This is an optimization exercise on Yosys and OpenROAD, whose aim is small area, a short achievable clock period and few clock cycles, not a production implementation.
Only simulation tests tie the RTL to the original design; equivalence was not proved.

`flow/constraint.sdc`:
```
create_clock -name core_clock -period 8.0 [get_ports {clk}]
set_input_delay 1.6000 -clock core_clock [delete_from_list [all_inputs] [get_ports {clk}]]
set_output_delay 1.6000 -clock core_clock [all_outputs]
set_load 0.01 [all_outputs]
```
`flow/run.sh`:
```
#!/bin/bash
# synth_recipe.tcl (not shown) runs the flow's synth.tcl, then flattens the netlist and writes it again
# the make line also repeats each setting of config.mk as NAME=value (left out here)
make -C /OpenROAD-flow-scripts/flow DESIGN_CONFIG=/design/flow/config.mk WORK_HOME=/design/flow/orfs CLKGATE_MAP_FILE= SYNTH_SCRIPT=/design/flow/synth_recipe.tcl finish
```
`flow/config.mk`:
```
export PLATFORM = sky130hd
export DESIGN_NAME = servo_angle_ramp_pwm_duty_top
export DESIGN_NICKNAME = servo_angle_ramp_pwm_duty_top
export VERILOG_FILES = /design/flow/design.v
export SDC_FILE = /design/flow/constraint.sdc
export NUM_CORES = 4
export LEC_CHECK = 0
export CAP_MARGIN = 20
export CORE_MARGIN = 2
export CORE_UTILIZATION = 60
export SETUP_SLACK_MARGIN = 1.5
export SLEW_MARGIN = 20
```
`flow/design.v`:
```
`timescale 1ns / 1ps
`default_nettype none
package sarpd_pkg;
	localparam logic [2:0] OP_SET     = 3'd0;
	localparam logic [2:0] OP_OPEN    = 3'd1;
	localparam logic [2:0] OP_CLOSE   = 3'd2;
	localparam logic [2:0] OP_RAMP    = 3'd3;
	localparam logic [2:0] OP_DISABLE = 3'd4;
	localparam logic [2:0] OP_ENABLE  = 3'd5;
	localparam logic [2:0] REG_MIN_PULSE  = 3'd0;
	localparam logic [2:0] REG_PULSE_SPAN = 3'd1;
	localparam logic [2:0] REG_MAX_ANGLE  = 3'd2;
	localparam logic [2:0] REG_CLOSED     = 3'd3;
	localparam logic [2:0] REG_OPEN       = 3'd4;
	localparam logic [2:0] REG_PERIOD     = 3'd5;
	localparam logic [1:0] DOOR_CLOSED  = 2'd0;
	localparam logic [1:0] DOOR_OPEN    = 2'd1;
	localparam logic [1:0] DOOR_UNKNOWN = 2'd2;
	localparam int unsigned DOOR_TOL = 5;
	typedef struct packed {
		logic [2:0]  operation;
		logic [9:0]  angle;
		logic [15:0] ramp_ms;
	} cmd_t;
	typedef struct packed {
		logic [12:0] duty_cmp;
		logic [9:0]  angle_now;
		logic [1:0]  door_state;
		logic        enabled;
		logic        status;
		logic [10:0] hold_ms;
		logic        last;
	} res_t;
endpackage
`default_nettype wire
`timescale 1ns / 1ps
`default_nettype none
import sarpd_pkg::*;
module servo_angle_ramp_pwm_duty_top (
	input  wire logic        clk,
	input  wire logic        arst_n,
	input  wire logic        cmd_valid,
	output logic             cmd_ready,
	input  sarpd_pkg::cmd_t  cmd,
	output logic             res_valid,
	input  wire logic        res_ready,
	output sarpd_pkg::res_t  res,
	input  wire logic        cfg_we,
	input  wire logic [2:0]  cfg_index,
	input  wire logic [15:0] cfg_data
);
	localparam logic [1:0] K_MOVE = 2'd0;
	localparam logic [1:0] K_DIS  = 2'd1;
	localparam logic [1:0] K_EN   = 2'd2;
	localparam logic [1:0] K_NOP  = 2'd3;
	localparam logic [1:0] G_IDLE = 2'd0;
	localparam logic [1:0] G_WAIT = 2'd1;
	localparam logic [1:0] G_RUN  = 2'd2;
	logic [11:0] min_q;
	logic [11:0] span_q;
	logic [9:0]  max_q;
	logic [9:0]  closed_q;
	logic [9:0]  open_q;
	logic [15:0] per_q;
	logic [15:0] per_eff;
	assign per_eff = (per_q == 16'd0) ? 16'd1 : per_q;
	always_ff @(posedge clk or negedge arst_n) begin
		if (!arst_n) begin
			min_q    <= 12'd500;
			span_q   <= 12'd2000;
			max_q    <= 10'd180;
			closed_q <= 10'd0;
			open_q   <= 10'd90;
			per_q    <= 16'd20000;
		end else if (cfg_we) begin
			case (cfg_index)
				REG_MIN_PULSE:  min_q    <= cfg_data[11:0];
				REG_PULSE_SPAN: span_q   <= cfg_data[11:0];
				REG_MAX_ANGLE:  max_q    <= cfg_data[9:0];
				REG_CLOSED:     closed_q <= cfg_data[9:0];
				REG_OPEN:       open_q   <= cfg_data[9:0];
				REG_PERIOD:     per_q    <= cfg_data;
				default:        ;
			endcase
		end
	end
	logic [31:0] s_q;
	logic [9:0]  srem_q;
	logic [5:0]  s_cnt;
	logic        s_load;
	logic        s_ok;
	logic [31:0] s_nq;
	logic [9:0]  s_nr;
	always_comb begin
		logic [10:0] r2;
		s_nq = s_q;
		s_nr = srem_q;
		for (int k = 0; k < 1; k++) begin
			r2   = {s_nr, s_nq[31]};
			s_nq = {s_nq[30:0], 1'b0};
			if (r2 >= {1'b0, max_q}) begin
				r2      = r2 - {1'b0, max_q};
				s_nq[0] = 1'b1;
			end
			s_nr = r2[9:0];
		end
	end
	always_ff @(posedge clk or negedge arst_n) begin
		if (!arst_n) begin
			s_load <= 1'b1;
			s_ok   <= 1'b0;
			s_cnt  <= '0;
		end else if (cfg_we && (cfg_index == REG_PULSE_SPAN || cfg_index == REG_MAX_ANGLE)) begin
			s_load <= 1'b1;
			s_ok   <= 1'b0;
		end else if (s_load) begin
			s_load <= 1'b0;
			s_cnt  <= 6'd32;
		end else if (s_cnt != 6'd0) begin
			s_cnt <= s_cnt - 6'd1;
			if (s_cnt == 6'd1)
				s_ok <= 1'b1;
		end
	end
	always_ff @(posedge clk) begin
		if (s_load) begin
			s_q    <= {span_q, 10'd0, max_q};
			srem_q <= '0;
		end else if (s_cnt != 6'd0) begin
			s_q    <= s_nq;
			srem_q <= s_nr;
		end
	end
	logic [27:0] t_q;
	logic [15:0] trem_q;
	logic [4:0]  t_cnt;
	logic        t_load;
	logic        t_ok;
	logic [3:0]  lm1_q;
	logic [3:0]  msb;
	logic [15:0] t_rinit;
	logic [27:0] t_ninit;
	logic [16:0] t_r2;
	logic [17:0] t_d;
	always_comb begin
		msb = 4'd0;
		for (int b = 0; b < 16; b++)
			if (per_eff[b])
				msb = 4'(b);
	end
	always_comb begin
		t_rinit = (msb == 4'd15) ? 16'd16382 : (16'd8191 >> (4'd14 - msb));
		for (int j = 0; j < 28; j++)
			t_ninit[j] = ((j < 16) ? per_eff[j % 16] : 1'b0) |
				((5'(j) >= 5'd14 + {1'b0, msb}) && (6'(j) <= 6'd26 + {2'b0, msb}));
	end
	assign t_r2 = {trem_q, t_q[27]};
	assign t_d  = {1'b0, t_r2} - {2'd0, per_eff};
	always_ff @(posedge clk or negedge arst_n) begin
		if (!arst_n) begin
			t_load <= 1'b1;
			t_ok   <= 1'b0;
			t_cnt  <= '0;
		end else if (cfg_we && cfg_index == REG_PERIOD) begin
			t_load <= 1'b1;
			t_ok   <= 1'b0;
		end else if (t_load) begin
			t_load <= 1'b0;
			t_cnt  <= 5'd28;
		end else if (t_cnt != 5'd0) begin
			t_cnt <= t_cnt - 5'd1;
			if (t_cnt == 5'd1)
				t_ok <= 1'b1;
		end
	end
	always_ff @(posedge clk) begin
		if (t_load) begin
			t_q    <= t_ninit;
			trem_q <= t_rinit;
			lm1_q  <= msb;
		end else if (t_cnt != 5'd0) begin
			t_q    <= {t_q[26:0], !t_d[17]};
			trem_q <= t_d[17] ? t_r2[15:0] : t_d[15:0];
		end
	end
	logic        vI, vM, vC;
	logic [1:0]  kI, kM, kC;
	logic [9:0]  aI, aM, aC;
	logic        lastI, lastM, lastC;
	logic        rpI, rpM, rpC;
	logic [12:0] pulseM;
	logic        rejC;
	logic [1:0]  doorC;
	logic [25:0] pr2C;       
	logic [4:0]  aqM;        
	logic [5:0]  arM;        
	logic [9:0]  a_pred;     
	logic [4:0]  sq_q;       
	logic [5:0]  sr_q;       
	logic [1:0]  gen_q;
	logic [9:0]  tgt_q;
	logic        tv_q;       
	logic [4:0]  tq_q;       
	logic [5:0]  tr_q;       
	logic [9:0]  p_q;
	logic [5:0]  r_q;
	logic [5:0]  i_q;
	logic [5:0]  dq_q;
	logic [5:0]  dr_q;
	logic [5:0]  dc_q;       
	logic [11:0] hx_q;       
	logic [4:0]  hrem_q;
	logic [1:0]  hcnt_q;
	logic [10:0] hold_q;
	logic        adv;
	logic        sk_v;
	logic [32:0] prod1;
	logic        rej_m;
	logic        kill;
	logic [1:0]  door_m;
	logic [39:0] prod2;
	logic [12:0] duty_c;
	assign adv = !sk_v
		&& !(vI && kI == K_MOVE && !s_ok)
		&& !(vM && kM == K_MOVE && !t_ok);
	assign cmd_ready = (gen_q == G_IDLE) && adv;
	assign prod1   = {23'd0, aI} * {1'b0, s_q} + {1'b0, min_q, 20'd0};
	assign rej_m   = ({3'd0, pulseM} > per_eff);
	assign kill    = vM && kM == K_MOVE && rpM && rej_m;
	logic signed [10:0] dcl, dop;
	assign dcl = $signed({1'b0, aM}) - $signed({1'b0, closed_q});
	assign dop = $signed({1'b0, aM}) - $signed({1'b0, open_q});
	always_comb begin
		if (dcl <= 11'sd5)
			door_m = DOOR_CLOSED;
		else if (dop >= -11'sd5)
			door_m = DOOR_OPEN;
		else
			door_m = DOOR_UNKNOWN;
	end
	assign prod2  = {27'd0, pulseM} * {13'd0, t_q[26:0]};
	assign duty_c = 13'(pr2C >> lm1_q);
	logic [3:0]  h_q4;
	logic [4:0]  h_r;
	always_comb begin
		logic [5:0] r2;
		h_r = hrem_q;
		for (int k = 0; k < 4; k++) begin
			r2 = {h_r, hx_q[11 - k]};
			h_q4[3 - k] = (r2 >= 6'd25);
			if (r2 >= 6'd25)
				r2 = r2 - 6'd25;
			h_r = r2[4:0];
		end
	end
	always_ff @(posedge clk or negedge arst_n) begin
		if (!arst_n) begin
			hcnt_q <= 2'd0;
		end else if (adv) begin
			if (gen_q == G_IDLE && cmd_valid && cmd.operation == OP_RAMP)
				hcnt_q <= 2'd3;
			else if (hcnt_q != 2'd0)
				hcnt_q <= hcnt_q - 2'd1;
		end
	end
	always_ff @(posedge clk) begin
		if (adv) begin
			if (gen_q == G_IDLE && cmd_valid && cmd.operation == OP_RAMP) begin
				hx_q   <= cmd.ramp_ms[12:1];
				hrem_q <= {2'd0, cmd.ramp_ms[15:13]};
			end else if (hcnt_q != 2'd0) begin
				hx_q   <= {hx_q[7:0], h_q4};
				hrem_q <= h_r;
				if (hcnt_q == 2'd1)
					hold_q <= {hx_q[6:0], h_q4};
			end
		end
	end
	logic [15:0] tq_m, aq_m;
	logic [4:0]  tq_c, aq_c;
	logic [5:0]  tr_c, ar_c;
	assign tq_m = {6'd0, tgt_q} * 16'd41;
	assign tq_c = tq_m[15:11];
	assign tr_c = 6'(tgt_q[5:0] - 6'(tq_c * 6'd50));
	assign aq_m = {6'd0, aI} * 16'd41;
	assign aq_c = aq_m[15:11];
	assign ar_c = 6'(aI[5:0] - 6'(aq_c * 6'd50));
	always_ff @(posedge clk) begin
		tq_q <= tq_c;
		tr_q <= tr_c;
	end
	logic       m_move;
	logic [9:0] s_ang;
	logic [4:0] s_q50;
	logic [5:0] s_r50;
	logic [6:0] d_r;
	logic [5:0] d_q;
	logic [5:0] d_rr;
	assign m_move = vM && kM == K_MOVE;
	assign s_ang  = m_move ? aM : a_pred;
	assign s_q50  = m_move ? aqM : sq_q;
	assign s_r50  = m_move ? arM : sr_q;
	assign d_r    = {1'b0, tr_q} - {1'b0, s_r50};
	assign d_q    = {1'b0, tq_q} - {1'b0, s_q50} - {5'd0, d_r[6]};
	assign d_rr   = d_r[6] ? 6'(d_r + 7'd50) : d_r[5:0];
	logic        r_c;
	logic [5:0]  r_next;
	logic [9:0]  p_a, p_b, p_next;
	logic [9:0]  a_raw, a_clamp;
	assign r_c    = (r_q >= dc_q);
	assign r_next = r_c ? (r_q - dc_q) : (r_q + dr_q);
	assign p_a    = 10'(p_q + {{4{dq_q[5]}}, dq_q});
	assign p_b    = 10'(p_q + {{4{dq_q[5]}}, dq_q} + 10'd1);
	assign p_next = r_c ? p_b : p_a;
	logic [9:0] src_angle;
	always_comb begin
		case (cmd.operation)
			OP_OPEN:  src_angle = open_q;
			OP_CLOSE: src_angle = closed_q;
			default:  src_angle = cmd.angle;
		endcase
	end
	always_comb begin
		case (gen_q)
			G_IDLE:  a_raw = src_angle;
			G_WAIT:  a_raw = s_ang;
			default: a_raw = p_next;
		endcase
	end
	assign a_clamp = (a_raw > max_q) ? max_q : a_raw;
	logic setup_ok;
	assign setup_ok = (gen_q == G_WAIT) && tv_q && !(vI && kI == K_MOVE) && !(m_move && rej_m);
	always_ff @(posedge clk or negedge arst_n) begin
		if (!arst_n) begin
			vI     <= 1'b0;
			vM     <= 1'b0;
			vC     <= 1'b0;
			gen_q  <= G_IDLE;
			a_pred <= '0;
			sq_q   <= '0;
			sr_q   <= '0;
			tv_q   <= 1'b0;
		end else begin
			tv_q <= (gen_q == G_WAIT);
			if (adv) begin
				vC <= vM;
				vM <= vI && !(kill && rpI);
				if (m_move && !rej_m) begin
					a_pred <= aM;
					sq_q   <= aqM;
					sr_q   <= arM;
				end
				vI <= 1'b0;
				case (gen_q)
					G_IDLE: begin
						if (cmd_valid) begin
							if (cmd.operation == OP_RAMP)
								gen_q <= G_WAIT;
							else
								vI <= 1'b1;
						end
					end
					G_WAIT: begin
						if (setup_ok) begin
							vI <= 1'b1;
							if (tgt_q == s_ang)
								gen_q <= G_IDLE;
							else
								gen_q <= G_RUN;
						end
					end
					G_RUN: begin
						if (kill) begin
							gen_q <= G_IDLE;
						end else begin
							vI <= 1'b1;
							if (i_q == 6'd50)
								gen_q <= G_IDLE;
						end
					end
					default: gen_q <= G_IDLE;
				endcase
			end
		end
	end
	always_ff @(posedge clk) begin
		if (adv) begin
			kC     <= kM;
			aC     <= aM;
			doorC  <= door_m;
			rejC   <= (kM == K_MOVE) && rej_m;
			lastC  <= lastM || ((kM == K_MOVE) && rej_m);
			rpC    <= rpM;
			pr2C   <= prod2[39:14];
			kM     <= kI;
			aM     <= aI;
			pulseM <= prod1[32:20];
			aqM    <= aq_c;
			arM    <= ar_c;
			lastM  <= lastI;
			rpM    <= rpI;
			case (gen_q)
				G_IDLE: begin
					if (cmd_valid) begin
						case (cmd.operation)
							OP_SET, OP_OPEN, OP_CLOSE: kI <= K_MOVE;
							OP_DISABLE:                kI <= K_DIS;
							OP_ENABLE:                 kI <= K_EN;
							default:                   kI <= K_NOP;
						endcase
						aI    <= a_clamp;
						lastI <= 1'b1;
						rpI   <= 1'b0;
						tgt_q <= (cmd.angle > max_q) ? max_q : cmd.angle;
					end
				end
				G_WAIT: begin
					kI    <= (tgt_q == s_ang) ? K_NOP : K_MOVE;
					aI    <= a_clamp;
					lastI <= (tgt_q == s_ang);
					rpI   <= (tgt_q != s_ang);
					p_q   <= s_ang;
					r_q   <= 6'd25;
					i_q   <= 6'd1;
					dq_q  <= d_q;
					dr_q  <= d_rr;
					dc_q  <= 6'd50 - d_rr;
				end
				G_RUN: begin
					kI    <= K_MOVE;
					aI    <= a_clamp;
					lastI <= (i_q == 6'd50);
					rpI   <= 1'b1;
					p_q   <= p_next;
					r_q   <= r_next;
					i_q   <= i_q + 6'd1;
				end
				default: ;
			endcase
		end
	end
	sarpd_pkg::res_t res_q;
	logic            res_valid_q;
	sarpd_pkg::res_t res_new;
	sarpd_pkg::res_t sk_q;
	logic            commit;
	logic            res_free;
	always_comb begin
		res_new = res_q;
		res_new.status  = 1'b0;
		res_new.hold_ms = 11'd0;
		res_new.last    = 1'b1;
		case (kC)
			K_MOVE: begin
				if (rejC) begin
					res_new.status = 1'b1;
				end else begin
					res_new.duty_cmp   = duty_c;
					res_new.angle_now  = aC;
					res_new.door_state = doorC;
					res_new.enabled    = 1'b1;
					res_new.hold_ms    = (rpC && !lastC) ? hold_q : 11'd0;
					res_new.last       = lastC;
				end
			end
			K_DIS: begin
				res_new.duty_cmp = 13'd0;
				res_new.enabled  = 1'b0;
			end
			K_EN: begin
				res_new.enabled = 1'b1;
			end
			default: ;
		endcase
	end
	assign commit   = adv && vC;
	assign res_free = (!res_valid_q || res_ready) && !(cmd_valid && cmd_ready && res_ready);
	always_ff @(posedge clk or negedge arst_n) begin
		if (!arst_n) begin
			res_q       <= '0;
			res_valid_q <= 1'b0;
			sk_v        <= 1'b0;
		end else begin
			if (res_free && (sk_v || commit)) begin
				res_q       <= sk_v ? sk_q : res_new;
				res_valid_q <= 1'b1;
				sk_v        <= 1'b0;
			end else begin
				if (res_ready)
					res_valid_q <= 1'b0;
				if (commit)
					sk_v <= 1'b1;
			end
		end
	end
	always_ff @(posedge clk) begin
		if (commit)
			sk_q <= res_new;
	end
	assign res_valid = res_valid_q;
	assign res       = res_q;
endmodule
`default_nettype wire
```
==> results of run 1 <==
==> sequential cells by signal, summed over array words and instances (netlist names), 11 cells and up <==
signal  count
res_q      39
sk_q       39
s_q        32
t_q        28
pr2C       26
per_q      16
trem_q     16
pulseM     13
hx_q       12
min_q      12
span_q     12
hold_q     11
==> cell families (layout without fill, tap and decap cells) <==
logic type / Yosys count / count (layout) / synth area share, %
flip-flops: 465 / 465 / 28.01
AND/OR/NAND/NOR: 1492 / 1492 / 15.34
adder cells (fa/ha/maj): 880 / 880 / 32.20
AO/OA/AOI/OAI: 671 / 671 / 9.517
multiplexers: 161 / 161 / 3.968
buffers and inverters: 960 / 1054 / 7.835
other: 0 / 1 / 0
XOR/XNOR: 163 / 163 / 3.126
==> cell usage after synthesis (8+ instances only) <==
| cell | instances | share of area, % |
|---|---|---|
| nand4_1 | 16 | 0.22 |
| o22a_1 | 10 | 0.19 |
| o211ai_1 | 25 | 0.41 |
| dfstp_2 | 27 | 1.5 |
| a32o_1 | 8 | 0.17 |
| a21boi_0 | 11 | 0.18 |
| nor2b_1 | 43 | 0.58 |
| o221ai_1 | 10 | 0.19 |
| dfxtp_1 | 31 | 1.3 |
| nand2_1 | 740 | 6.0 |
| nand2b_1 | 29 | 0.39 |
| o31ai_1 | 21 | 0.34 |
| a21o_1 | 45 | 0.73 |
| inv_1 | 738 | 6.0 |
| xnor2_1 | 101 | 1.9 |
| or3_1 | 12 | 0.16 |
| dfrtp_1 | 127 | 6.9 |
| nand3_1 | 49 | 0.53 |
| o21ai_0 | 195 | 2.1 |
| nor3_1 | 43 | 0.47 |
| and2_1 | 308 | 4.2 |
| mux2_2 | 70 | 1.7 |
| o2111ai_1 | 12 | 0.23 |
| o22ai_1 | 15 | 0.20 |
| xor2_1 | 61 | 1.2 |
| or4b_2 | 9 | 0.20 |
| clkbuf_1 | 202 | 1.6 |
| nor2_1 | 166 | 1.4 |
| ha_1 | 369 | 10 |
| o21a_1 | 34 | 0.55 |
| mux4_2 | 10 | 0.49 |
| fa_1 | 511 | 22 |
| and3_1 | 18 | 0.24 |
| buf_1 | 17 | 0.14 |
| a211oi_1 | 25 | 0.41 |
| a31oi_1 | 17 | 0.23 |
| mux2i_1 | 80 | 1.7 |
| a21oi_1 | 153 | 1.7 |
| edfxtp_1 | 280 | 18 |
| nor3b_1 | 11 | 0.18 |
| nor4_1 | 16 | 0.22 |
| a211o_1 | 10 | 0.19 |
==> final cells by class <==
type                       count  share of cell area, %
multi-input combinational   3367                  58.87
tap                         1030                  2.546
clock inverter                32                 0.7094
inverter                     739                  5.482
sequential                   465                  25.53
clock buffer                  68                  2.771
antenna                        1               0.004943
timing repair buffer         215                  4.088
==> worst max-delay path by stage <==
stage | endpoint | slack, ps | cells past startpoint
5_1_grt | pulseM[10] | 1280 | 21
4_1_cts | pulseM[12] | 1450 | 20
6_report | pulseM[10] | 1480 | 21
2_1_floorplan | pulseM[12] | 1500 | 21
3_5_place_dp | pulseM[12] | 780 | 18
3_3_place_gp | pulseM[12] | 800 | 18
==> timing repair <==
| item | in CTS | in global routing |
|---|---|---|
| buffers inserted | 45 | 18 |
| setup endpoints to repair | 15 | 19 |
| cloned | 0 | 0 |
| gates resized for setup | 31 | 30 |
| hold buffers | 0 | 0 |
| pin swaps | 23 | 24 |
==> through the flow <==
stage          area (µm²)  worst slack (ps)  hold slack (ps)  utilization, %
2_1_floorplan       46110              1505            400.3               -
3_5_place_dp        48010             780.9            412.6           63.21
5_1_grt             50620              1284            446.3           66.65
4_1_cts             50270              1453            428.1           66.19
3_3_place_gp        47970             804.0            406.1           63.16
6_report            50620              1480            443.7           66.65
==> metal layers <==
metal	up-vias	GRT usage, %	wire length, µm
met5	-	0	0
met2	757	49.18	53840
li1	15700	-	-
met3	212	4.007	5617
met1	16360	40.07	48930
met4	0	9.776	3992
==> impl_metrics.toml, run 1 <==
[floorplanning]
design.portCount = 94
dieWidth_um = 281.2
num_rows = 101
start_util_pct = 60.71
dieArea_mm2 = 0.07908
die_h_um = 281.2
core_mm2 = 0.07595

[cts]
clkLatencyLatePin_ps = 650
cts_root_buf = "clkbuf_16"
cts_max_path_buffers = 3
cts_num_sinks = 465
ctsHtreeMaxLevel = 2
cts_tree = "built"
cts_buffers = 53
path_clk_slew_ps = 60

[critical_path]
worstSetupEndpointType = "flop"
cp_num_buf_inv = 5
crit_slowest_cell = "fa_1"
cp_cell_sequence = "buf_4, and2_4, fa_1, fa_1, fa_1, fa_1, inv_2, fa_1, inv_2, ha_4, or4_4, a221o_1, a311o_2, a221oi_4, buf_6, o21ai_4, o41a_1, buf_4, a21o_1, a21oi_2, xnor2_1"
cpMostUsedCell = "fa_1"
worstPathMaxFanout = 7
ff2ff_setup_slack_ps = 1480
startpoint_type = "flop"
r2r-end = "pulseM[10]"
critPathKind = "flop to flop"
arrival_ps = 6890
crit_family = "adder cells"
r2r_cells = 21
r2r-start = "aI[9]"
critical_path.startpoint = "aI[9]"
slowest_delay_ps = 570
required_ps = 8370

[synthesis]
post_synth.cell_area_avg_um2 = 9.621
yosysWarningCount = 1
synth_flop_cell = "edfxtp_1"
synth_area_mm2 = 0.04611
synth_cell_types = 97
synth_cells = 4792
syn-num-nets = 5725
synth_edf_count = 280
ys_seq_area_share_pct = 28.01
ys_ff_latch = 465
ys_async_sr_fraction_pct = 33.12

[layout]
drive_gt1_share_pct = 8.228
area_growth_syn_to_layout_pct = 9.797
regArea_mm2 = 0.01292
nFillCells = 6226
multi_input_area_mm2 = 0.02980
final_cell_mix = "738 x nand2_1, 734 x inv_1, 505 x fa_1"
instances_no_fill = 5917
final_common_cell = "nand2_1"
finish.net_count = 5774

[sta]
timing.fmax_mhz = 153.4
final_hold_viol_count = 0
slew_headroom_pct = 28.01
period_share_pct = 81.49
fin_setup_tns_ps = 0
slew_viol_final = 0
final-setup-viol-count = 0
finClkSkew_ps = 36.33
tightest_slew_ps = 1074
period_needed_ps = 6520
rsz0062_at_grt = "yes"

[global_routing]
grt_start_max_net_pins = 76
grt_pass1_vias = 33820
antenna_found_initial = 1
grt_pass1_wl_mm = 183.6
grt-ovfl-total = 0
grt_usage_pct = 29.56

[drt]
route.detailed.drc = 0
firstDrtPassIters = 5
detail-route-antenna-nets = 0
vias = 33030
routedWlPerCell_um = 18.99
via_per_inst = 5.582
drt-total-wl_mm = 112.4
drt-initial-drc-count = 2016

[placed_design]
dp_hpwl_mm = 83.89
placed_cells = 5752
place.gp.congestion = 0.9079
io_buffers = 92

[hold_path]
min_from = "lastI"
holdPathStages = 0
hold_path_class = "flop to flop"
min_to = "lastM"

[run_status]
status = "finished clean"

[run]
drv_cap = 0
Testbench counts, summed over its fixed seeds: cycles 19,177.
==> run 2: changes to the inputs <==
--- a/flow/design.v
+++ b/flow/design.v
@@ -187,3 +187,3 @@
 	logic [1:0]  kI, kM, kC;
-	logic [9:0]  aI, aM, aC;
+	logic [9:0]  aI, aM;
 	logic        lastI, lastM, lastC;
@@ -192,3 +192,2 @@
 	logic        rejC;
-	logic [1:0]  doorC;
 	logic [25:0] pr2C;       
@@ -219,3 +218,3 @@
 	logic        kill;
-	logic [1:0]  door_m;
+	logic [1:0]  door_c;
 	logic [39:0] prod2;
@@ -230,11 +229,11 @@
 	logic signed [10:0] dcl, dop;
-	assign dcl = $signed({1'b0, aM}) - $signed({1'b0, closed_q});
-	assign dop = $signed({1'b0, aM}) - $signed({1'b0, open_q});
+	assign dcl = $signed({1'b0, a_pred}) - $signed({1'b0, closed_q});
+	assign dop = $signed({1'b0, a_pred}) - $signed({1'b0, open_q});
 	always_comb begin
 		if (dcl <= 11'sd5)
-			door_m = DOOR_CLOSED;
+			door_c = DOOR_CLOSED;
 		else if (dop >= -11'sd5)
-			door_m = DOOR_OPEN;
+			door_c = DOOR_OPEN;
 		else
-			door_m = DOOR_UNKNOWN;
+			door_c = DOOR_UNKNOWN;
 	end
@@ -388,4 +387,2 @@
 			kC     <= kM;
-			aC     <= aM;
-			doorC  <= door_m;
 			rejC   <= (kM == K_MOVE) && rej_m;
@@ -458,4 +455,4 @@
 					res_new.duty_cmp   = duty_c;
-					res_new.angle_now  = aC;
-					res_new.door_state = doorC;
+					res_new.angle_now  = a_pred;
+					res_new.door_state = door_c;
 					res_new.enabled    = 1'b1;
--- a/flow/config.mk
+++ b/flow/config.mk
@@ -9,3 +9,3 @@
 export CORE_MARGIN = 2
-export CORE_UTILIZATION = 60
+export CORE_UTILIZATION = 40
 export SETUP_SLACK_MARGIN = 1.5
==> run 2 against run 1 <==
Still clean. Die area rose by 46%. Setup slack gained 310 ps. Non-clock buffer count grew 42. Cell area is 0.76% higher. Worst hold slack worse by 17 ps. Critical path type unchanged. Highest routed layer is now met5.
==> impl_metrics.toml, run 2 <==
[run_status]
status = "finished clean"

[global_routing]
grt_usage_pct = 20.27
grt_pass1_vias = 33710
grt-ovfl-total = 0
grt_start_max_net_pins = 85
grt_pass1_wl_mm = 188.0
antenna_found_initial = 7

[drt]
routedWlPerCell_um = 18.21
via_per_inst = 5.166
vias = 32750
detail-route-antenna-nets = 0
drt-total-wl_mm = 115.5
route.detailed.drc = 0
drt-initial-drc-count = 2010
firstDrtPassIters = 6

[critical_path]
r2r_cells = 23
ff2ff_setup_slack_ps = 1790
critPathKind = "flop to flop"
required_ps = 8350
crit_slowest_cell = "or4b_2"
cpMostUsedCell = "inv_1"
startpoint_type = "flop"
worstPathMaxFanout = 9
worstSetupEndpointType = "flop"
arrival_ps = 6560
slowest_delay_ps = 720
r2r-start = "pulseM[3]"
r2r-end = "pr2C[24]"
cp_cell_sequence = "buf_12, buf_4, and2_1, fa_1, inv_1, fa_1, inv_1, ha_1, ha_1, inv_1, fa_1, inv_1, ha_1, and4_1, a41o_1, a31o_2, or4b_2, a21oi_2, o31ai_4, o21ai_1, a21oi_1, o21bai_1, xor2_1"
endpoint = "pr2C[24]"
critical_path.startpoint = "pulseM[3]"

[sta]
tightest_slew_ps = 1099
slew_viol_final = 0
hold_ws_ps = 426.2
final_hold_viol_count = 0
timing.fmax_mhz = 161.1
final-setup-viol-count = 0
rsz0062_at_grt = "no"
period_needed_ps = 6208
period_share_pct = 77.60
slew_headroom_pct = 26.72
fin_setup_tns_ps = 0
finClkSkew_ps = 43.41

[floorplanning]
dieArea_mm2 = 0.1158
dieWidth_um = 340.3
start_util_pct = 40.26
die_h_um = 340.3
num_rows = 123
design.portCount = 94
core_mm2 = 0.1123

[synthesis]
yosysMostFrequentCell = "inv_1"
synth_edf_count = 268
post_synth.cell_area_avg_um2 = 9.644
synth_flop_cell = "edfxtp_1"
synth.top_cell.area_share_pct = 22.62
synth_common_cells = "746 x inv_1, 682 x nand2_1, 511 x fa_1, 369 x ha_1, 293 x and2_1"
yosysWarningCount = 1
yosysTopAreaCell = "fa_1"
synth_cells = 4690
syn-num-nets = 5623
synth_area_mm2 = 0.04523
ys_async_sr_fraction_pct = 34.00
ys_ff_latch = 453
yosys-top-cells-area = "fa_1 23%, edfxtp_1 18%, ha_1 10%, dfrtp_1 7.0%, inv_1 6.2%"
ys_seq_area_share_pct = 27.76
synth_cell_types = 93

[layout]
final_cell_area_mm2 = 0.05101
final_cell_mix = "745 x inv_1, 681 x nand2_1, 511 x fa_1"
final_common_cell = "inv_1"
area_growth_syn_to_layout_pct = 12.77
diodes = 0
finish.net_count = 5727
drive_gt1_share_pct = 8.698
top_regs = "res_q x39, sk_q x39, s_q x32"

[cts]
cts_root_buf = "clkbuf_16"
clkLatencyLatePin_ps = 640
path_clk_slew_ps = 60
cts_num_sinks = 453
ctsHtreeMaxLevel = 2
cts_tree = "built"
cts-hold-fix-buffers = 0
cts_buffers = 54
cts_max_path_buffers = 3

[placed_design]
placed_area_mm2 = 0.04780
io_buffers = 92
dp_hpwl_mm = 86.53
place.gp.congestion = 0.9030

[hold_path]
hold_path_class = "flop to flop"

[run]
drv_cap = 0
[run 2: layout make-up]
type	instances	area, µm²
Multi-Input combinational cell	3278	29230
Inverter	750	2816
Clock buffer	78	1584
Fill cell	10720	61340
Sequential cell	453	12560
Clock inverter	24	365.4
Tap cell	1500	1877
Timing Repair Buffer	257	2579
[run 2: how the worst min path moves through the flow]
stage | startpoint | to | slack [ps] | cells past startpoint
after CTS | lastI | lastM | 430 | 0
after global placement | lastI | lastM | 400 | 0
after detailed placement | lastI | lastM | 410 | 0
after global routing | lastI | lastM | 450 | 0
after floorplan | lastI | lastM | 400 | 0
final | lastI | lastM | 430 | 0
[run 2: cell families (layout without fill, tap and decap cells)]
logic type,after synthesis,in the layout,share of synthesized area [%]
AND/OR/NAND/NOR,1380,1380,14.35
flip-flops,453,453,27.76
buffers and inverters,959,1109,7.975
adder cells (fa/ha/maj),881,881,32.85
AO/OA/AOI/OAI,675,675,9.422
XOR/XNOR,167,167,3.281
multiplexers,175,175,4.373
[run 2: worst max-delay path, delay by kind of cell, from the launching register on]
| kind | cells | cell delay [ps] |
|---|---|---|
| AO/OA/AOI/OAI | 7 | 1380 |
| XOR/XNOR | 1 | 80 |
| adder cells (fa/ha/maj) | 6 | 2410 |
| buffers and inverters | 6 | 550 |
| flip-flops | 1 | 440 |
| AND/OR/NAND/NOR | 3 | 1090 |
[run 2: what timing repair did]
item | CTS | global route
cloned | 0 | 0
setup endpoints to repair | 14 | 21
setup buffers | 85 | 18
pin swaps | 0 | 2
resized for setup | 3 | 19
[run 2: metrics by stage]
step	setup slack, ps	cells	utilization [%]
2_1_floorplan	2015	4690	-
3_3_place_gp	1132	6130	42.52
3_5_place_dp	1061	6132	42.54
4_1_cts	1504	6319	45.16
5_1_grt	1490	6340	45.40
6_report	1792	6340	45.40
[run 2: metal layers]
layer  track usage, %  part of all wire [%]  vias up  wire [µm]
met5                0                 0.067        -         77
met4            5.617                   2.7       12       3112
met3            2.469                   4.7      168       5418
met2            33.84                    47      738      54790
met1            27.78                    45    16390      52080
li1                 -                     -    15450          -
Testbench counts of run 2, summed over its fixed seeds: cycles 19,177.
==> run 3: changes to the inputs <==
--- a/flow/design.v
+++ b/flow/design.v
@@ -200,5 +200,2 @@
 	logic [9:0]  tgt_q;
-	logic        tv_q;       
-	logic [4:0]  tq_q;       
-	logic [5:0]  tr_q;       
 	logic [9:0]  p_q;
@@ -286,6 +283,2 @@
 	assign ar_c = 6'(aI[5:0] - 6'(aq_c * 6'd50));
-	always_ff @(posedge clk) begin
-		tq_q <= tq_c;
-		tr_q <= tr_c;
-	end
 	logic       m_move;
@@ -301,4 +294,4 @@
 	assign s_r50  = m_move ? arM : sr_q;
-	assign d_r    = {1'b0, tr_q} - {1'b0, s_r50};
-	assign d_q    = {1'b0, tq_q} - {1'b0, s_q50} - {5'd0, d_r[6]};
+	assign d_r    = {1'b0, tr_c} - {1'b0, s_r50};
+	assign d_q    = {1'b0, tq_c} - {1'b0, s_q50} - {5'd0, d_r[6]};
 	assign d_rr   = d_r[6] ? 6'(d_r + 7'd50) : d_r[5:0];
@@ -330,3 +323,3 @@
 	logic setup_ok;
-	assign setup_ok = (gen_q == G_WAIT) && tv_q && !(vI && kI == K_MOVE) && !(m_move && rej_m);
+	assign setup_ok = (gen_q == G_WAIT) && !(vI && kI == K_MOVE) && !(m_move && rej_m);
 	always_ff @(posedge clk or negedge arst_n) begin
@@ -340,5 +333,3 @@
 			sr_q   <= '0;
-			tv_q   <= 1'b0;
 		end else begin
-			tv_q <= (gen_q == G_WAIT);
 			if (adv) begin
--- a/flow/config.mk
+++ b/flow/config.mk
@@ -7,3 +7,3 @@
 export LEC_CHECK = 0
-export CAP_MARGIN = 20
+export CAP_MARGIN = 10
 export CORE_MARGIN = 2
@@ -11,2 +11,2 @@
 export SETUP_SLACK_MARGIN = 1.5
-export SLEW_MARGIN = 20
+export SLEW_MARGIN = 10
==> run 3 against run 2 <==
Critical endpoint is now dq_q[5]. Area after synthesis shrank 2.2%. Fmax down 5.1%. Critical path type unchanged. Core utilization hardly changed. Global-route usage increased by 0.43 points. Count of clock-buffer cells in the layout is 10 lower.
==> impl_metrics.toml, run 3 <==
[synthesis]
yosys-top-cells-area = "fa_1 23%, edfxtp_1 18%, ha_1 10%, dfrtp_1 7.1%, nand2_1 6.7%"
ys_ff_latch = 441
ys_async_sr_fraction_pct = 34.69
yosysMostFrequentCell = "nand2_1"
yosysWarningCount = 1
ys_seq_area_share_pct = 27.82
synth.top_cell.area_share_pct = 23.07
synth_cell_types = 100
yosysTopAreaCell = "fa_1"
synth_flop_cell = "edfxtp_1"
synth_area_mm2 = 0.04426
synth_cells = 4521
post_synth.cell_area_avg_um2 = 9.789
synth_edf_count = 268
syn-num-nets = 5453
synth_common_cells = "787 x nand2_1, 560 x inv_1, 510 x fa_1, 369 x ha_1, 268 x edfxtp_1"

[placed_design]
dp_hpwl_mm = 85.79
placed_area_mm2 = 0.04679
pre_cts_slack_ps = 864.3
place.gp.congestion = 0.8829
io_buffers = 92
placed_cells = 5950

[sta]
final_hold_viol_count = 0
finClkSkew_ps = 27.21
timing.fmax_mhz = 152.8
slew_headroom_pct = 21.58
fin_ws_ps = 1456
slew_viol_final = 0
period_needed_ps = 6544
tightest_slew_ps = 1167
final-setup-viol-count = 0
period_share_pct = 81.80
fin_setup_tns_ps = 0
rsz0062_at_grt = "yes"

[global_routing]
grt-ovfl-total = 0
grt_pass1_wl_mm = 185.6
grt_start_max_net_pins = 66
grt_usage_pct = 20.70
grt_pass1_vias = 33000
antenna_found_initial = 2

[drt]
routedWlPerCell_um = 18.67
drt-total-wl_mm = 115.6
vias = 32260
firstDrtPassIters = 6
drt-initial-drc-count = 2056
route.detailed.drc = 0
detail-route-antenna-nets = 0
via_per_inst = 5.206

[critical_path]
arrival_ps = 6930
ff2ff_setup_slack_ps = 1460
crit_slowest_cell = "fa_1"
slowest_delay_ps = 450
worstPathMaxFanout = 4
startpoint_type = "flop"
crit_family = "adder cells"
cpMostUsedCell = "ha_1"
required_ps = 8380
critPathKind = "flop to flop"
worstSetupEndpointType = "flop"
cp_num_buf_inv = 4

[layout]
drive_gt1_share_pct = 10.15
area_growth_syn_to_layout_pct = 13.06
nFillCells = 10460
final_cell_area_mm2 = 0.05004
top_regs = "res_q x39, sk_q x39, s_q x32"
final_common_cell = "nand2_1"
finish.net_count = 5596
instances_no_fill = 6196
final_cell_mix = "785 x nand2_1, 558 x inv_1, 509 x fa_1"
diodes = 0

[floorplanning]
core_mm2 = 0.1102
num_rows = 122
die_h_um = 336.6
design.portCount = 94
dieArea_mm2 = 0.1133
dieWidth_um = 336.6
start_util_pct = 40.16

[cts]
ctsHtreeMaxLevel = 2
cts_root_buf = "clkbuf_16"
cts_max_path_buffers = 3
cts_num_sinks = 441
clkLatencyLatePin_ps = 640
cts-hold-fix-buffers = 0
cts_buffers = 52
cts_tree = "built"
path_clk_slew_ps = 60

[hold_path]
hold_path_class = "flop to flop"

[run]
drv_cap = 0

[run_status]
status = "finished clean"
## run 3: changes by cell type after synthesis, sizes merged, moves of 8 or more
cell,previous run,this run
inv,747,562
nand2,682,790
and2,294,255
a21oi,177,150
nor2,170,156
nor3b,14,1
dfxtp,31,20
nand4,13,23
o21ai,206,196
a21o,40,49
mux2,78,70
## run 3: cell type report
class	instances	area, µm²	share of cell area, %
timing repair buffer	302	2736	5.469
tap	1488	1862	3.721
clock buffer	68	1404	2.806
multi-input combinational	3303	29300	58.55
sequential	441	12310	24.61
clock inverter	30	304.0	0.6077
inverter	564	2118	4.234
## run 3: final timing paths
check | from | endpoint | depth (start not counted)
min reg2reg | hx_q[2] | hold_q[6] | 0
max | tgt_q[2] | dq_q[5] | 30
min | hx_q[2] | hold_q[6] | 0
min in group asynchronous | arst_n | per_q[15] | 1
max in group asynchronous | arst_n | sk_v | 2
max reg2reg | tgt_q[2] | dq_q[5] | 30
## run 3: layer usage
| layer | wire, µm | part of all wire, % | global-route usage [%] | up-vias |
|---|---|---|---|---|
| li1 | - | - | - | 15150 |
| met2 | 56520 | 49 | 35.38 | 679 |
| met5 | 19 | 0.016 | 0 | - |
| met4 | 2658 | 2.3 | 4.806 | 4 |
| met1 | 51360 | 44 | 28.20 | 16250 |
| met3 | 5089 | 4.4 | 2.232 | 173 |
## run 3: cells by family (layout without fill, tap and decap cells)
| family | Yosys count | after routing | synth area share [%] |
|---|---|---|---|
| AO/OA/AOI/OAI | 646 | 646 | 9.457 |
| flip-flops | 441 | 441 | 27.82 |
| AND/OR/NAND/NOR | 1444 | 1444 | 14.99 |
| XOR/XNOR | 171 | 171 | 3.415 |
| adder cells (fa/ha/maj) | 879 | 879 | 33.50 |
| multiplexers | 163 | 163 | 4.204 |
| buffers and inverters | 777 | 964 | 6.621 |
## run 3: what timing repair did
item	in CTS	in global routing
gates cloned	0	0
setup buffers	112	36
pin swaps	14	25
endpoints found under the hold margin	0	0
endpoints found under the setup margin	19	17
resized for setup	13	20
## run 3: worst register-to-register path, delay by kind of cell, from the launching register on
family                   cells  cell delay, ps
adder cells (fa/ha/maj)      9            2740
AO/OA/AOI/OAI               10            1780
XOR/XNOR                     6             780
buffers and inverters        4             460
flip-flops                   1             410
AND/OR/NAND/NOR              1             140
## run 3: metrics by stage
stage / utilization [%] / hold WS, ps
after floorplan: - / 400.3
after global placement: 42.46 / 423.6
after detailed placement: 42.46 / 429.1
after CTS: 45.05 / 445.3
after global routing: 45.40 / 459.9
final: 45.40 / 447.1
Testbench counts of run 3, summed over its fixed seeds: cycles 19,163.
==> run 4: changes to the inputs <==
--- a/flow/config.mk
+++ b/flow/config.mk
@@ -7,6 +7,6 @@
 export LEC_CHECK = 0
-export CAP_MARGIN = 10
+export CAP_MARGIN = 20
 export CORE_MARGIN = 2
 export CORE_UTILIZATION = 40
-export SETUP_SLACK_MARGIN = 1.5
-export SLEW_MARGIN = 10
+export SETUP_SLACK_MARGIN = 2.0
+export SLEW_MARGIN = 20
==> run 4 against run 3 <==
Core utilization up 0.73 points. Critical endpoint unchanged. Area after synthesis did not move. Register-to-register slack better by 210 ps. Flip-flop and latch count unchanged. Critical path depth stayed put. Global-route usage is 0.095 points higher. Non-clock buffer count rose by 26. Synthesized cell count unchanged. Die area is the same.
==> impl_metrics.toml, run 4 <==
[run]
drv_cap = 0

[run_status]
status = "finished clean"

[layout]
final_common_cell = "nand2_1"
drive_gt1_share_pct = 12.27
finish.net_count = 5622
utilization_pct = 46.13
diodes = 0
final_cell_mix = "778 x nand2_1, 553 x inv_1, 497 x fa_1"
area_growth_syn_to_layout_pct = 14.87
top_regs = "res_q x39, sk_q x39, s_q x32"

[floorplanning]
start_util_pct = 40.16
num_rows = 122
design.portCount = 94
die_h_um = 336.6
dieArea_mm2 = 0.1133
core_mm2 = 0.1102
dieWidth_um = 336.6

[global_routing]
grt_usage_pct = 20.79
antenna_found_initial = 3
grt_start_max_net_pins = 72
grt_pass1_wl_mm = 186.5
grt_pass1_vias = 33240
grt-ovfl-total = 0

[sta]
slew_headroom_pct = 21.08
period_share_pct = 79.14
finClkSkew_ps = 21.57
period_needed_ps = 6331
final_hold_viol_count = 0
rsz0062_at_grt = "yes"
tightest_slew_ps = 1175
slew_viol_final = 0
final-setup-viol-count = 0
timing.fmax_mhz = 158.0
fin_setup_tns_ps = 0

[placed_design]
io_buffers = 92
dp_hpwl_mm = 84.97
place.gp.congestion = 0.9065

[critical_path]
crit_slowest_cell = "fa_1"
required_ps = 8360
cpMostUsedCell = "ha_1"
slowest_delay_ps = 460
r2r_cells = 30
worstPathMaxFanout = 4
arrival_ps = 6690
startpoint_type = "flop"
worstSetupEndpointType = "flop"
critPathKind = "flop to flop"

[synthesis]
ys_ff_latch = 441
synth-compound-area-share_pct = 9.457
synth_flop_cell = "edfxtp_1"
synth_fa_ha_area_share_pct = 33.50
synth_xor_area_share_pct = 3.415
synth_edf_count = 268
ys_seq_area_share_pct = 27.82
yosys-top-cells-area = "fa_1 23%, edfxtp_1 18%, ha_1 10%, dfrtp_1 7.1%, nand2_1 6.7%"
synth_simple_gate_area_share_pct = 14.99
yosysWarningCount = 1
syn-num-nets = 5453
synth_cells = 4521
muxShareOfSynthArea_pct = 4.204
ys_async_sr_fraction_pct = 34.69
post_synth.cell_area_avg_um2 = 9.789
synth.top_cell.area_share_pct = 23.07
synth_top_family_by_area = "adder cells"
yosysMostFrequentCell = "nand2_1"
yosysTopAreaCell = "fa_1"
synth_area_mm2 = 0.04426
synth_common_cells = "787 x nand2_1, 560 x inv_1, 510 x fa_1, 369 x ha_1, 268 x edfxtp_1"
synth_cell_types = 100

[cts]
ctsHtreeMaxLevel = 2
clkLatencyLatePin_ps = 620
cts_root_buf = "clkbuf_16"
cts_num_sinks = 441
cts_max_path_buffers = 3
path_clk_slew_ps = 60
cts_tree = "built"
cts_buffers = 52
cts-hold-fix-buffers = 0

[hold_path]
holdPathStages = 0
hold_path_class = "flop to flop"

[drt]
route.detailed.drc = 0
drt-total-wl_mm = 116.7
via_per_inst = 5.193
routedWlPerCell_um = 18.75
vias = 32310
firstDrtPassIters = 5
drt-initial-drc-count = 1946
detail-route-antenna-nets = 0

[pwr]
run 4: metal layers:
metal / track usage (%) / up-vias / part of all wire (%)
met3: 2.571 / 159 / 4.8
met4: 5.471 / 6 / 2.6
met5: 0 / - / 0.029
met2: 35.22 / 721 / 48
li1: - / 15200 / -
met1: 28.13 / 16230 / 44
run 4: timing repair:
action	in CTS	in global routing
resized for setup	41	93
buffers inserted	139	30
setup endpoints to repair	37	33
pin swaps	29	117
cloned	0	4
run 4: critical path, delay by kind of cell, from the launching register on:
kind	cells	cell delay (ps)
xor+xnor	6	870
fa+ha+maj	8	2560
simple gates	3	360
flops	1	410
compound gates	12	1780
buf+inv	1	70
run 4: logic make-up after synthesis:
family / count (synthesis)
simple gates: 1444
fa+ha+maj: 879
compound gates: 646
buf+inv: 777
flops: 441
xor+xnor: 171
mux: 163
run 4: layout make-up:
cell class / instances / area [µm²]
inverters: 564 / 2118
well taps: 1488 / 1862
flip-flops and latches: 441 / 12320
clock buffers: 74 / 1546
repair buffers: 328 / 3113
clock inverters: 24 / 193.9
fillers: 10450 / 59370
multi-input cells: 3303 / 29690
run 4: metrics by stage:
step,instances,hold WS (ps),worst slack [ps],cell area (µm²)
3_3_place_gp,5950,420.8,1199,46850
2_1_floorplan,4521,400.3,1891,44330
3_5_place_dp,5951,429.6,1216,46870
4_1_cts,6188,433.1,1675,50040
6_report,6222,445.6,1669,50840
5_1_grt,6222,455.3,1253,50840
run 4: final timing paths:
path                       slack, ps         end  startpoint
setup / recovery                1670     dq_q[5]    tgt_q[3]
max in group asynchronous       5670        sk_v      arst_n
hold reg to reg                  450  hold_q[10]     hx_q[6]
hold / removal                   450  hold_q[10]     hx_q[6]
setup reg to reg                1670     dq_q[5]    tgt_q[3]
min in group asynchronous       1020   per_q[15]      arst_n
==> run 5: changes to the inputs <==
--- a/flow/config.mk
+++ b/flow/config.mk
@@ -7,2 +7,3 @@
 export LEC_CHECK = 0
+export ABC_AREA = 1
 export CAP_MARGIN = 20
@@ -10,3 +11,3 @@
 export CORE_UTILIZATION = 40
-export SETUP_SLACK_MARGIN = 2.0
+export SETUP_SLACK_MARGIN = 1.5
 export SLEW_MARGIN = 20
==> run 5 against run 4 <==
First-iteration DRC count up 34%. Core utilization down 1.7 points. Critical path type unchanged.
==> impl_metrics.toml, run 5 <==
[run_status]
status = "finished clean"

[global_routing]
antenna_found_initial = 5
grt_pass1_wl_mm = 196.3
grt-ovfl-total = 0
grt_start_max_net_pins = 72
grt_usage_pct = 21.29
grt_pass1_vias = 35730

[synthesis]
synth_cell_types = 59
yosys-top-cells-area = "fa_1 23%, edfxtp_1 18%, nand2_1 11%, ha_1 10%, inv_1 8.4%"
synth_area_mm2 = 0.04506
synth_cells = 5333
yosysTopAreaCell = "fa_1"
synth.top_cell.area_share_pct = 22.66
synth_flop_cell = "edfxtp_1"
yosysMostFrequentCell = "nand2_1"
post_synth.cell_area_avg_um2 = 8.450
yosysWarningCount = 1
ys_async_sr_fraction_pct = 34.69
ys_ff_latch = 441
synth_common_cells = "1,337 x nand2_1, 1,014 x inv_1, 510 x fa_1, 369 x ha_1, 345 x o21ai_0"
syn-num-nets = 6265
synth_edf_count = 268
ys_seq_area_share_pct = 27.32

[critical_path]
slowest_delay_ps = 530
worstPathMaxFanout = 4
worstSetupEndpointType = "flop"
arrival_ps = 6920
crit_slowest_cell = "edfxtp_1"
critPathKind = "flop to flop"
cpMostUsedCell = "ha_4"
startpoint_type = "flop"
required_ps = 8410

[floorplanning]
die_h_um = 339.6
dieArea_mm2 = 0.1154
core_mm2 = 0.1122
num_rows = 123
dieWidth_um = 339.6
design.portCount = 94
start_util_pct = 40.17

[sta]
period_needed_ps = 6506
tightest_slew_ps = 1056
fin_setup_tns_ps = 0
fin_ws_ps = 1494
final-setup-viol-count = 0
period_share_pct = 81.33
final_hold_viol_count = 0
slew_viol_final = 0
finClkSkew_ps = 38.41
rsz0062_at_grt = "yes"
timing.fmax_mhz = 153.7
slew_headroom_pct = 29.63

[placed_design]
pre_cts_slack_ps = 969.1
place.gp.congestion = 0.9088
dp_hpwl_mm = 92.40
io_buffers = 92
placed_area_mm2 = 0.04752

[layout]
finish.net_count = 6288
final_cell_area_mm2 = 0.04987
nFillCells = 10890
area_growth_syn_to_layout_pct = 10.66
drive_gt1_share_pct = 5.703
final_common_cell = "nand2_1"
multi_input_area_mm2 = 0.02839
top_regs = "res_q x39, sk_q x39, s_q x32"
final_cell_mix = "1,333 x nand2_1, 1,008 x inv_1, 509 x fa_1"
regArea_mm2 = 0.01231

[drt]
vias = 35220
detail-route-antenna-nets = 0
route.detailed.drc = 0
firstDrtPassIters = 7
via_per_inst = 5.102
drt-total-wl_mm = 121.0
drt-initial-drc-count = 2604
routedWlPerCell_um = 17.53

[cts]
cts_num_sinks = 441
cts_root_buf = "clkbuf_16"
ctsHtreeMaxLevel = 2
cts_max_path_buffers = 3
clkLatencyLatePin_ps = 660
cts-hold-fix-buffers = 0
path_clk_slew_ps = 60
cts_buffers = 53
cts_tree = "built"

[run]
drv_cap = 0

[hold_path]
hold_path_class = "flop to flop"
==> run 5: changes by cell type in the layout (fill, tap and decap cells not counted), moves of 33 or more <==
cell and change:
a21o_1 -41, a21oi_1 +63, and2_1 -249, buf_4 -106
inv_1 +455, mux2_2 -69, mux2i_1 -74, nand2_1 +555
nand3_1 +46, nor2_1 +110, nor2b_1 -40, o21ai_0 +155
o22ai_1 +33, xnor2_1 -41
==> run 5: timing repair <==
| item | CTS | global route |
|---|---|---|
| cloned | 0 | 0 |
| setup endpoints to repair | 6 | 16 |
| gates resized for setup | 28 | 18 |
| buffers inserted | 19 | 16 |
| pin swaps | 30 | 20 |
==> run 5: worst paths after layout <==
check	from	endpoint	slack (ps)	cells past startpoint
worst min-delay path	lastI	lastM	430	0
worst max-delay path	tgt_q[3]	dq_q[4]	1490	36
max in group asynchronous	arst_n	per_q[7]	5890	2
min in group asynchronous	arst_n	sq_q[2]	890	1
worst max register to register	tgt_q[3]	dq_q[4]	1490	36
worst min register to register	lastI	lastM	430	0
==> run 5: final cells by class <==
type / instances / share of cell area [%]
inverters: 1024 / 7.713
clock buffers: 64 / 2.823
repair buffers: 182 / 3.352
flip-flops and latches: 441 / 24.69
well taps: 1500 / 3.764
diodes: 2 / 0.01004
multi-input cells: 3654 / 56.94
clock inverters: 36 / 0.7101
==> run 5: worst max-delay path, delay by kind of cell (launching register included) <==
| family | cells | cell delay [ps] |
|---|---|---|
| fa+ha+maj | 9 | 2730 |
| xor+xnor | 3 | 360 |
| compound gates | 6 | 930 |
| flops | 1 | 530 |
| buf+inv | 6 | 360 |
| simple gates | 12 | 1360 |
==> run 5: metal layers <==
metal  wire [µm]  global-route usage (%)  share of wire (%)  vias to the layer above
met3        7252                   3.321                6.0                      175
met4        3248                   5.780                2.7                        6
met5          42                       0              0.035                        -
li1            -                       -                  -                    16810
met2       56020                   34.89                 46                      888
met1       54430                   29.32                 45                    17350
==> run 5: metrics by stage <==
| step | utilization (%) | hold slack [ps] | cells |
|---|---|---|---|
| after global placement | 42.36 | 427.0 | 6766 |
| after global routing | 44.44 | 459.7 | 6901 |
| after detailed placement | 42.36 | 423.4 | 6766 |
| after CTS | 44.19 | 432.4 | 6885 |
| final | 44.45 | 433.8 | 6903 |
| after floorplan | - | 400.3 | 5333 |
==> run 5: kinds of logic (layout without fill, tap and decap cells) <==
logic type	count (synthesis)	after routing	share of synthesized area, %
compound gates	773	773	9.754
xor+xnor	156	156	3.032
fa+ha+maj	879	879	32.90
buf+inv	1238	1306	10.32
flops	441	441	27.32
mux	8	8	0.1777
other cells	0	2	0
simple gates	1838	1838	16.49
==> run 6: changes to the inputs <==
--- a/flow/config.mk
+++ b/flow/config.mk
@@ -7,3 +7,2 @@
 export LEC_CHECK = 0
-export ABC_AREA = 1
 export CAP_MARGIN = 20
==> run 6 against run 5 <==
First-iteration DRC count down 27%. Global-route usage shrank 0.68 points. Fmax grew 1.7%. Largest cell class unchanged. Flip-flop and latch count did not move. Clock skew fell by 15 ps. Register-to-register slack improved by 110 ps. Setup slack gained 110 ps. Sequential share of layout area fell by 0.13 points. Worst hold slack improved by 16 ps.
==> impl_metrics.toml, run 6 <==
[run_status]
status = "finished clean"

[floorplanning]
die_h_um = 336.6
start_util_pct = 40.16
design.portCount = 94
dieWidth_um = 336.6
core_mm2 = 0.1102
dieArea_mm2 = 0.1133
num_rows = 122

[critical_path]
arrival_ps = 6770
worstPathMaxFanout = 4
startpoint_type = "flop"
r2r_cells = 29
worstSetupEndpointType = "flop"
critPathKind = "flop to flop"
required_ps = 8370
cpMostUsedCell = "ha_1"
slowest_delay_ps = 450
crit_slowest_cell = "fa_1"

[placed_design]
io_buffers = 92
dp_hpwl_mm = 85.92
place.gp.congestion = 0.8829

[sta]
slew_headroom_pct = 29.16
period_share_pct = 79.99
tightest_slew_ps = 1061
fin_setup_tns_ps = 0
period_needed_ps = 6399
slew_viol_final = 0
final-setup-viol-count = 0
rsz0062_at_grt = "yes"
finClkSkew_ps = 22.96
final_hold_viol_count = 0
timing.fmax_mhz = 156.3
hold_ws_ps = 450.0

[synthesis]
synth-compound-area-share_pct = 9.457
syn-num-nets = 5453
synth_area_mm2 = 0.04426
synth_simple_gate_area_share_pct = 14.99
yosysMostFrequentCell = "nand2_1"
post_synth.cell_area_avg_um2 = 9.789
synth_cell_types = 100
synth_cells = 4521
synth_xor_area_share_pct = 3.415
synth_fa_ha_area_share_pct = 33.50
ys_ff_latch = 441
synth_flop_cell = "edfxtp_1"
yosysWarningCount = 1
muxShareOfSynthArea_pct = 4.204
yosysTopAreaCell = "fa_1"
synth_edf_count = 268
synth_top_family_by_area = "adder cells"
synth.top_cell.area_share_pct = 23.07
ys_seq_area_share_pct = 27.82
ys_async_sr_fraction_pct = 34.69
yosys-top-cells-area = "fa_1 23%, edfxtp_1 18%, ha_1 10%, dfrtp_1 7.1%, nand2_1 6.7%"
synth_common_cells = "787 x nand2_1, 560 x inv_1, 510 x fa_1, 369 x ha_1, 268 x edfxtp_1"

[layout]
final_cell_mix = "785 x nand2_1, 558 x inv_1, 509 x fa_1"
area_growth_syn_to_layout_pct = 13.30
finish.net_count = 5589
drive_gt1_share_pct = 10.34
final_common_cell = "nand2_1"
top_regs = "res_q x39, sk_q x39, s_q x32"

[cts]
cts_root_buf = "clkbuf_16"
path_clk_slew_ps = 60
cts_max_path_buffers = 3
cts_tree = "built"
clkLatencyLatePin_ps = 620
cts-hold-fix-buffers = 0
cts_num_sinks = 441
ctsHtreeMaxLevel = 2
cts_buffers = 53

[global_routing]
grt_start_max_net_pins = 66
grt_usage_pct = 20.61
grt_pass1_wl_mm = 184.2
grt-ovfl-total = 0
antenna_found_initial = 2
grt_pass1_vias = 32920

[drt]
routedWlPerCell_um = 18.61
firstDrtPassIters = 5
route.detailed.drc = 0
detail-route-antenna-nets = 0
drt-total-wl_mm = 115.2
vias = 32130
drt-initial-drc-count = 1895
via_per_inst = 5.189

[run]
drv_cap = 0

[hold_path]
holdPathStages = 0
hold_path_class = "flop to flop"
==> run 6: cell types whose count changed after synthesis, moves of 45 or more <==
cell,change
mux2_2,+69
nor2_1,-116
o21ai_0,-153
xnor2_1,+45
nand2_1,-550
and2_1,+251
nand3_1,-48
mux2i_1,+74
a21oi_1,-54
inv_1,-454
==> run 6: routing by layer <==
layer	vias up	global-route usage, %	wire (µm)
li1	15150	-	-
met1	16090	27.86	51230
met2	706	34.60	55250
met3	178	2.375	5184
met4	4	6.440	3517
met5	-	0	23
==> run 6: timing repair <==
item                                    in CTS  in global routing
endpoints found under the setup margin      18                 17
resized for setup                           13                 27
setup buffers                              107                 32
pin swaps                                   11                 25
==> run 6: worst paths after layout <==
kind / start / end / slack, ps
worst max-delay path: tgt_q[2] / dq_q[5] / 1600
worst min-delay path: hx_q[2] / hold_q[6] / 450
worst max register to register: tgt_q[2] / dq_q[5] / 1600
worst min register to register: hx_q[2] / hold_q[6] / 450
max in group asynchronous: arst_n / sk_v / 5700
min in group asynchronous: arst_n / per_q[15] / 1000
==> run 6: cell families (layout without fill, tap and decap cells) <==
kind of cell    Yosys count  count (layout)
flops                   441             441
mux                     163             163
xor+xnor                171             171
simple gates           1444            1444
fa+ha+maj               879             879
buf+inv                 777             958
compound gates          646             646
other cells               0               1
==> run 6: final cells by class <==
type | count | area, µm²
Antenna cell | 1 | 2.502
Clock buffer | 68 | 1474
Clock inverter | 32 | 317.8
Fill cell | 10490 | 60070
Inverter | 564 | 2118
Multi-Input combinational cell | 3303 | 29330
Sequential cell | 441 | 12310
Tap cell | 1488 | 1862
Timing Repair Buffer | 294 | 2725
==> run 6: stage by stage <==
| step | setup WS [ps] | instances | util (%) | cell area (µm²) |
|---|---|---|---|---|
| 6_report | 1601 | 6191 | 45.50 | 50150 |
| 5_1_grt | 1329 | 6190 | 45.50 | 50140 |
| 4_1_cts | 1503 | 6158 | 45.14 | 49750 |
| 3_3_place_gp | 989.8 | 5950 | 42.46 | 46790 |
| 3_5_place_dp | 884.8 | 5951 | 42.49 | 46820 |
| 2_1_floorplan | 1535 | 4521 | - | 44270 |
==> run 6: worst max-delay path, delay by kind of cell (launching register included) <==
kind,cells,cell delay (ps)
xor gates and xnor gates,6,790
adders and majority gates,9,2840
AOI/OAI and AO/OA,10,1690
buffers and inverters,3,290
and+or+nand+nor,1,160
DFF,1,400

static timing again, ports no longer ideal:
Ports are ideal in the flow. The routed layouts listed here were re-timed in OpenROAD. Step 1 assumes that a clkbuf_16 drives the clock port and a buf_2 every other input. Step 2 moves the port delays by t, midway between the first and last clock arrival at a register: inputs arrive t later, outputs are due t later. That takes back most of the time a late clock gives input paths. Slacks: ideal / step 1 / step 2; pairs: ideal / step 1.
| run | t, ns | setup slack, ns | worst setup path after step 2 | worst slew at a driven data input, ns | pins driven straight from the clock port |
|---|---|---|---|---|---|
| run 1 | 0.693 | 1.480 / 1.480 / 1.480 | register to register | 0.05 | 1 |
| run 2 | 0.690 | 1.792 / 1.792 / 1.792 | register to register | 0.19 | 1 |
| run 3 | 0.689 | 1.456 / 1.456 / 1.456 | register to register | 0.10 | 1 |
| run 4 | 0.679 | 1.669 / 1.669 / 1.669 | register to register | 0.09 | 1 |
| run 5 | 0.710 | 1.494 / 1.494 / 1.494 | register to register | 0.15 | 1 |
| run 6 | 0.682 | 1.601 / 1.601 / 1.601 | register to register | 0.10 | 1 |
After both steps setup and hold are still met in every run listed.
